This design comes from an exercise in tuning for small area, a short achievable clock period and few clock cycles per item on the open sky130 flow, not from production work. The RTL was checked by simulation tests, not by an equivalence proof against the original design.

==> build 68: inputs <==
==> flow/design.v <==
package brhp_pkg;
   localparam int FILE_SIZE_BITS  = 48;
   localparam int SUM_BITS        = 51;
   localparam int RANGE_NUM_BITS  = 3;
   localparam int FOUND_BITS      = 4;
   localparam int BYTE_BITS       = 8;
   localparam int RSP_DATA_BITS   = 160;
   localparam int DEFAULT_MAX_RANGE_COUNT = 8;
   localparam int DEFAULT_OFFSET_BITS     = 48;
   localparam logic [BYTE_BITS-1:0] CHAR_COMMA = 8'h2C;
   localparam logic [BYTE_BITS-1:0] CHAR_DASH  = 8'h2D;
   localparam logic [BYTE_BITS-1:0] CHAR_CR    = 8'h0D;
   localparam logic [BYTE_BITS-1:0] CHAR_LF    = 8'h0A;
   localparam logic [BYTE_BITS-1:0] CHAR_SPACE = 8'h20;
   localparam logic [BYTE_BITS-1:0] CHAR_TAB   = 8'h09;
   localparam logic [BYTE_BITS-1:0] CHAR_ZERO  = 8'h30;
   localparam logic [BYTE_BITS-1:0] CHAR_NINE  = 8'h39;
   localparam logic [7:0] PHASE_START  = 8'b0000_0001;
   localparam logic [7:0] PHASE_LEAD   = 8'b0000_0010;
   localparam logic [7:0] PHASE_FIRST  = 8'b0000_0100;
   localparam logic [7:0] PHASE_SUFFIX = 8'b0000_1000;
   localparam logic [7:0] PHASE_SECOND = 8'b0001_0000;
   localparam logic [7:0] PHASE_TRAIL  = 8'b0010_0000;
   localparam logic [7:0] PHASE_CR     = 8'b0100_0000;
   localparam logic [7:0] PHASE_DONE   = 8'b1000_0000;
   function automatic logic is_digit(input logic [BYTE_BITS-1:0] c);
      is_digit = (c >= CHAR_ZERO) && (c <= CHAR_NINE);
   endfunction
   function automatic logic is_blank(input logic [BYTE_BITS-1:0] c);
      is_blank = (c == CHAR_SPACE) || (c == CHAR_TAB);
   endfunction
endpackage
import brhp_pkg::*;
module brhp_add #(
   parameter int N = 8
) (
   input  logic [N-1:0] a,
   input  logic [N-1:0] b,
   input  logic         cin,
   output logic [N-1:0] s,
   output logic         cout
);
   localparam int L = $clog2(N);
   logic [N-1:0] g [0:L];
   logic [N-1:0] p [0:L];
   logic [N-1:0] h;
   logic [N:0]   c;
   assign h    = a ^ b;
   assign g[0] = a & b;
   assign p[0] = h;
   for (genvar l = 0; l < L; l++) begin : g_lvl
      for (genvar i = 0; i < N; i++) begin : g_bit
         if (((i >> l) & 1) == 1) begin : g_op
            localparam int J = ((i >> l) << l) - 1;
            assign g[l+1][i] = g[l][i] | (p[l][i] & g[l][J]);
            assign p[l+1][i] = p[l][i] & p[l][J];
         end else begin : g_pass
            assign g[l+1][i] = g[l][i];
            assign p[l+1][i] = p[l][i];
         end
      end
   end
   assign c    = {g[L] | (p[L] & {N{cin}}), cin};
   assign s    = h ^ c[N-1:0];
   assign cout = c[N];
endmodule
module brhp_range_calc (
   input  logic                                is_suffix,
   input  logic                                has_second,
   input  logic [brhp_pkg::FILE_SIZE_BITS-1:0] first_num,
   input  logic [brhp_pkg::FILE_SIZE_BITS-1:0] cur_num,
   input  logic [brhp_pkg::FILE_SIZE_BITS-1:0] file_size,
   input  logic [brhp_pkg::SUM_BITS-1:0]       sum_cur,
   output logic                                range_ok,
   output logic [brhp_pkg::FILE_SIZE_BITS-1:0] suffix_start,
   output logic [brhp_pkg::SUM_BITS-1:0]       sum_next
);
   localparam int FS = FILE_SIZE_BITS;
   logic                cur_le_fs, first_lt_cur, sum_co;
   logic [FS-1:0]       lt_unused;
   logic [SUM_BITS-1:0] ext_c, ext_nf, cs_s, cs_c;
   brhp_add #(.N(FS)) u_sub (
      .a(file_size), .b(~cur_num), .cin(1'b1), .s(suffix_start), .cout(cur_le_fs));
   brhp_add #(.N(FS)) u_lt (
      .a(cur_num), .b(~first_num), .cin(1'b0), .s(lt_unused), .cout(first_lt_cur));
   assign range_ok = cur_le_fs && (is_suffix ? has_second : first_lt_cur);
   assign ext_c  = SUM_BITS'(cur_num);
   assign ext_nf = {{(SUM_BITS-FS){1'b1}}, ~first_num};
   assign cs_s   = sum_cur ^ ext_c ^ ext_nf;
   assign cs_c   = (sum_cur & ext_c) | (sum_cur & ext_nf) | (ext_c & ext_nf);
   brhp_add #(.N(SUM_BITS)) u_sum (
      .a(cs_s), .b({cs_c[SUM_BITS-2:0], 1'b1}), .cin(1'b0), .s(sum_next), .cout(sum_co));
endmodule
import brhp_pkg::*;
module byte_range_header_parser_core #(
   parameter int MAX_RANGE_COUNT = brhp_pkg::DEFAULT_MAX_RANGE_COUNT,
   parameter int OFFSET_BITS     = brhp_pkg::DEFAULT_OFFSET_BITS
) (
   input  logic                                clock,
   input  logic                                reset,
   input  logic                                req_tvalid,
   output logic                                req_tready,
   input  logic [brhp_pkg::BYTE_BITS-1:0]      req_tdata,    
   input  logic                                req_tlast,    
   output logic                                rsp_tvalid,
   input  logic                                rsp_tready,
   output logic [brhp_pkg::RSP_DATA_BITS-1:0]  rsp_tdata,
   output logic                                rsp_tlast,    
   input  logic                                csr_wr_en,
   input  logic [brhp_pkg::FILE_SIZE_BITS-1:0] csr_wr_data   
);
   localparam int FS       = FILE_SIZE_BITS;
   localparam int PAD_BITS = RSP_DATA_BITS - (2 * FS + RANGE_NUM_BITS + SUM_BITS + FOUND_BITS + 1);
   localparam logic [2:0] P_START  = 3'd0;
   localparam logic [2:0] P_LEAD   = 3'd1;
   localparam logic [2:0] P_FIRST  = 3'd2;
   localparam logic [2:0] P_TRAIL  = 3'd3;
   localparam logic [2:0] P_SUFFIX = 3'd4;
   localparam logic [2:0] P_SECOND = 3'd5;
   localparam logic [2:0] P_CR     = 3'd6;
   localparam logic [2:0] P_DONE   = 3'd7;
   localparam logic [FS-1:0] OVF_T = FS'(64'd28147497671066);
   logic [FS-1:0] fs_ff;
   logic                 h_v_ff, s_v_ff;
   logic [BYTE_BITS-1:0] h_b_ff, s_b_ff;
   logic                 h_l_ff, s_l_ff;
   logic out_valid_ff;    
   logic hend_ff;         
   logic flush_ff;        
   logic [2:0]          ph_ff;
   logic                err_ff;
   logic                hb_ff;       
   logic [3:0]          cnt_ff;
   logic [2:0]          num_ff;      
   logic [SUM_BITS-1:0] sum_ff;
   logic [FS-1:0]       cur_ff;      
   logic [FS-1:0]       first_ff;    
   logic accept, go, step;
   logic [2:0]          ph;
   logic                err, hb;
   logic [3:0]          cnt;
   logic [SUM_BITS-1:0] sum;
   logic                c_digit, c_dash, c_comma, c_blank, c_cr, c_lf, c_term;
   logic [3:0]          dval;
   logic                cont;        
   logic [FS-1:0]       acc_hi;
   logic [4:0]          acc_lo;
   logic                acc_co, acc_ovf;
   logic [2:0] ph_m, ph_c;
   logic       err_m, err_c, hb_m, hb_c;
   logic       term_fire, wr_digit, dash_first, dash_lead;
   logic       do_comp, is_suffix, range_ok, got, end_byte, defer, emit, hend_next, clr;
   logic [3:0] cnt_c;
   logic [SUM_BITS-1:0] sum_c, sum_next;
   logic [FS-1:0] suffix_start;
   assign req_tready = !s_v_ff;
   assign accept     = req_tvalid && !s_v_ff;
   assign go         = h_v_ff && !flush_ff && (!out_valid_ff || rsp_tready);
   assign step       = go || flush_ff;
   always_ff @(posedge clock) begin
      if (reset) begin
         h_v_ff <= 1'b0;
         s_v_ff <= 1'b0;
      end else begin
         if (go || !h_v_ff) h_v_ff <= s_v_ff || accept;
         if (go) s_v_ff <= 1'b0;
         else if (accept && h_v_ff) s_v_ff <= 1'b1;
      end
   end
   always_ff @(posedge clock) begin
      if (go || !h_v_ff) begin
         h_b_ff <= s_v_ff ? s_b_ff : req_tdata;
         h_l_ff <= s_v_ff ? s_l_ff : req_tlast;
      end
      if (!s_v_ff) begin
         s_b_ff <= req_tdata;
         s_l_ff <= req_tlast;
      end
   end
   assign ph  = hend_ff ? P_START : ph_ff;
   assign err = err_ff && !hend_ff;
   assign hb  = hb_ff && !hend_ff;
   assign cnt = hend_ff ? 4'd0 : cnt_ff;
   assign sum = hend_ff ? {SUM_BITS{1'b0}} : sum_ff;
   assign c_digit = (h_b_ff[7:4] == 4'h3) && (h_b_ff[3:0] <= 4'h9);
   assign c_dash  = h_b_ff == CHAR_DASH;
   assign c_comma = h_b_ff == CHAR_COMMA;
   assign c_blank = (h_b_ff == CHAR_SPACE) || (h_b_ff == CHAR_TAB);
   assign c_cr    = h_b_ff == CHAR_CR;
   assign c_lf    = h_b_ff == CHAR_LF;
   assign c_term  = c_blank || c_comma || c_cr;
   assign dval    = h_b_ff[3:0];
   assign cont   = (ph == P_FIRST) || (((ph == P_SUFFIX) || (ph == P_SECOND)) && hb);
   assign acc_lo = {1'b0, cur_ff[0], 3'b000} + {1'b0, cur_ff[2:0], 1'b0} + {1'b0, dval};
   brhp_add #(.N(FS)) u_acc (
      .a({1'b0, cur_ff[FS-1:1]}), .b({3'b000, cur_ff[FS-1:3]}), .cin(acc_lo[4]),
      .s(acc_hi), .cout(acc_co));
   assign acc_ovf = cont && ((cur_ff >= OVF_T) || ((cur_ff == OVF_T - 1) && (dval >= 4'd6)));
   always_comb begin
      ph_m       = ph;
      hb_m       = hb;
      err_m      = err;
      term_fire  = 1'b0;
      wr_digit   = 1'b0;
      dash_first = 1'b0;
      dash_lead  = 1'b0;
      if (!err && !flush_ff) begin
         case (ph)
            P_START, P_LEAD: begin
               if (c_blank && (ph == P_LEAD)) begin
                  ph_m = ph;
               end else if (c_digit) begin
                  wr_digit = 1'b1;
                  hb_m     = 1'b0;
                  ph_m     = P_FIRST;
               end else if (c_dash) begin
                  dash_lead = 1'b1;
                  hb_m      = 1'b0;
                  ph_m      = P_SUFFIX;
               end else begin
                  err_m = 1'b1;
               end
            end
            P_FIRST: begin
               if (c_digit) begin
                  if (acc_ovf) err_m = 1'b1;
                  wr_digit = 1'b1;
               end else if (c_dash) begin
                  dash_first = 1'b1;
                  ph_m       = P_SECOND;
               end else begin
                  err_m = 1'b1;
               end
            end
            P_SUFFIX, P_SECOND: begin
               if (c_digit) begin
                  if (acc_ovf) err_m = 1'b1;
                  wr_digit = 1'b1;
                  hb_m     = 1'b1;
               end else if (c_term) begin
                  term_fire = 1'b1;
               end else begin
                  err_m = 1'b1;
               end
            end
            P_TRAIL: begin
               ph_m = ph;     
            end
            P_CR: begin
               if (c_lf) ph_m = P_DONE;
               else err_m = 1'b1;
            end
            default: begin
               err_m = 1'b1;
            end
         endcase
      end
   end
   assign do_comp   = flush_ff || (!err_m && term_fire);
   assign is_suffix = ph_ff == P_SUFFIX;
   brhp_range_calc u_range_calc (
      .is_suffix    (is_suffix),
      .has_second   (hb_ff),
      .first_num    (first_ff),
      .cur_num      (cur_ff),
      .file_size    (fs_ff),
      .sum_cur      (sum_ff),
      .range_ok     (range_ok),
      .suffix_start (suffix_start),
      .sum_next     (sum_next)
   );
   assign got   = do_comp && range_ok;
   assign defer = !flush_ff && h_l_ff && !err_m && !term_fire &&
                  ((ph_m == P_SUFFIX) || (ph_m == P_SECOND));
   always_comb begin
      ph_c  = ph_m;
      hb_c  = hb_m;
      err_c = err_m;
      cnt_c = cnt;
      sum_c = sum;
      if (do_comp) begin
         if (range_ok) begin
            cnt_c = cnt + 4'd1;
            sum_c = sum_next;
            ph_c  = P_TRAIL;
         end else begin
            err_c = 1'b1;
         end
      end
      end_byte = !flush_ff && !err_c && (((ph == P_TRAIL) && !err) || (term_fire && got));
      if (end_byte) begin
         if (c_blank) begin
            ph_c = P_TRAIL;
         end else if (c_comma) begin
            if (cnt_c >= 4'(MAX_RANGE_COUNT)) begin
               err_c = 1'b1;
            end else begin
               ph_c = P_LEAD;
               hb_c = 1'b0;
            end
         end else if (c_cr) begin
            ph_c = P_CR;
         end else begin
            err_c = 1'b1;
         end
      end
      if (!flush_ff && h_l_ff && !err_c &&
          ((ph_c == P_START) || (ph_c == P_LEAD) || (ph_c == P_FIRST))) begin
         err_c = 1'b1;
      end
   end
   assign emit      = flush_ff || ((got || h_l_ff) && !defer);
   assign hend_next = flush_ff || (h_l_ff && !defer);
   assign clr       = hend_next && !got;
   always_ff @(posedge clock) begin
      if (reset) begin
         out_valid_ff <= 1'b0;
         flush_ff     <= 1'b0;
         hend_ff      <= 1'b1;
      end else begin
         if (step) out_valid_ff <= emit;
         else if (rsp_tready) out_valid_ff <= 1'b0;
         flush_ff <= go && defer;
         if (step) hend_ff <= hend_next;
      end
   end
   always_ff @(posedge clock) begin
      if (csr_wr_en) fs_ff <= csr_wr_data;
      if (step) begin
         ph_ff  <= ph_c;
         err_ff <= err_c;
         hb_ff  <= hb_c;
         cnt_ff <= cnt_c;
         num_ff <= got ? cnt[2:0] : 3'd0;
         sum_ff <= sum_c;
         if (clr) cur_ff <= {FS{1'b0}};
         else if (dash_first || (do_comp && is_suffix)) cur_ff <= fs_ff;
         else if (wr_digit) cur_ff <= cont ? {acc_hi, acc_lo[3:0]} : FS'(dval);
         if (clr || dash_lead) first_ff <= {FS{1'b0}};
         else if (dash_first) first_ff <= cur_ff;
         else if (do_comp && is_suffix) first_ff <= suffix_start;
      end
   end
   assign rsp_tvalid = out_valid_ff;
   assign rsp_tlast  = hend_ff;
   assign rsp_tdata  = {{PAD_BITS{1'b0}}, err_ff, cnt_ff, sum_ff, num_ff, cur_ff, first_ff};
endmodule
==> flow/flow/run.sh <==
#!/bin/bash
# Standard layout with a deeper setup repair target; all tool output goes to logs here.
export SETUP_SLACK_MARGIN=9
bash standard.sh > standard.log 2>&1
==> flow/standard.sh <==
#!/bin/bash
# synth_recipe.tcl (not shown) runs the flow's synth.tcl, then flattens the netlist and writes it again
# the make line also repeats each setting of config.mk as NAME=value (left out here)
make -C /OpenROAD-flow-scripts/flow DESIGN_CONFIG=/design/flow/config.mk WORK_HOME=/design/flow/orfs CLKGATE_MAP_FILE= SYNTH_SCRIPT=/design/flow/synth_recipe.tcl "${@:-finish}"
==> flow/config.mk <==
export PLATFORM = sky130hd
export DESIGN_NAME = byte_range_header_parser_core
export DESIGN_NICKNAME = byte_range_header_parser_core
export VERILOG_FILES = /design/flow/design.v
export SDC_FILE = /design/flow/constraint.sdc
export NUM_CORES = 4
export LEC_CHECK = 0
export CAP_MARGIN = 20
export CORE_MARGIN = 2
export CORE_UTILIZATION = 60
export SLEW_MARGIN = 20
==> flow/constraint.sdc <==
create_clock -name core_clock -period 13.0 [get_ports {clock}]
set_input_delay 2.6000 -clock core_clock [delete_from_list [all_inputs] [get_ports {clock}]]
set_output_delay 2.6000 -clock core_clock [all_outputs]
set_load 0.01 [all_outputs]
==> trial 34 (differences from build 68) <==
==> flow/run.sh (new file) <==
#!/bin/bash
# synth_recipe.tcl (not shown) runs the flow's synth.tcl, then flattens the netlist and writes it again
# the make line also repeats each setting of config.mk as NAME=value (left out here)
make -C /OpenROAD-flow-scripts/flow DESIGN_CONFIG=/design/flow/config.mk WORK_HOME=/design/flow/orfs CLKGATE_MAP_FILE= SYNTH_SCRIPT=/design/flow/synth_recipe.tcl finish
--- a/flow/config.mk
+++ b/flow/config.mk
@@ -10,2 +10,3 @@
 export CORE_UTILIZATION = 60
+export SETUP_SLACK_MARGIN = 5
 export SLEW_MARGIN = 20
removed: flow/flow/run.sh
removed: flow/standard.sh
==> flow_summary_export.csv <==
group,metric,value,unit
layout,layout-area-overhead-vs-synth,18.5,%
placement,detailed_place.area,21100,sq um
grt,first_pass_grt_wire_length,85000,microns
critical_path,worstPathBufferInverterCount,3,
power_and_ir_drop,pg_comb,0.000620,W
critical_path,worst_path_most_repeated_cell,"sky130_fd_sc_hd__buf_4",
status,run_status,"timing/DRC/antenna clean",
power_and_ir_drop,vdd_drop_max,0.0000924,V
power_and_ir_drop,power.static_leakage,9.39,nW
layout,layout.filler_cells,2265,
The numbers above come from trial 34.

==> flow_summary_export.csv <==
group,metric,value,unit
critical_path,worst_path_most_repeated_cell,"sky130_fd_sc_hd__o21a_1",
power_and_ir_drop,pg_comb,0.000783,W
layout,layout-area-overhead-vs-synth,32.1,%
placement,detailed_place.area,21200,sq um
status,run_status,"timing/DRC/antenna clean",
grt,first_pass_grt_wire_length,93400,microns
The numbers above come from build 68.

Testbench counts of build 68, summed over its fixed seeds: cycles 49,634, bytes 48,723.
Testbench counts of trial 34, summed over its fixed seeds: cycles 49,634, bytes 48,723.

[re-timing with driven ports]
No port has a modelled driver above. Below, the same layouts with a new extraction and two added sets of constraints.
Step 1 assumes that a clkbuf_16 drives the clock port and a buf_2 every other input.
Step 2 also shifts input and output timing later by t, the mid clock arrival at the registers, as if the neighbouring blocks saw the same clock.
a / b / c = no drivers / after step 1 / after step 2; a / b = the first two.
run | shift t [ns] | setup WS [ns] | worst setup path after step 2 | latest minus earliest clock arrival (ns) | worst register clock-pin slew, ns
build 68 | 0.604 | 8.741 / 8.741 / 8.616 | input to register | 0.019 / 0.018 | 0.07 / 0.07
trial 34 | 0.603 | 7.708 / 7.708 / 7.705 | input to register | 0.011 / 0.011 | 0.07 / 0.07
After both steps setup and hold are still met in every run listed. For build 68, which loses most, drivers alone change the setup slack by 0.000 ns; drivers and shift together by -0.125 ns.
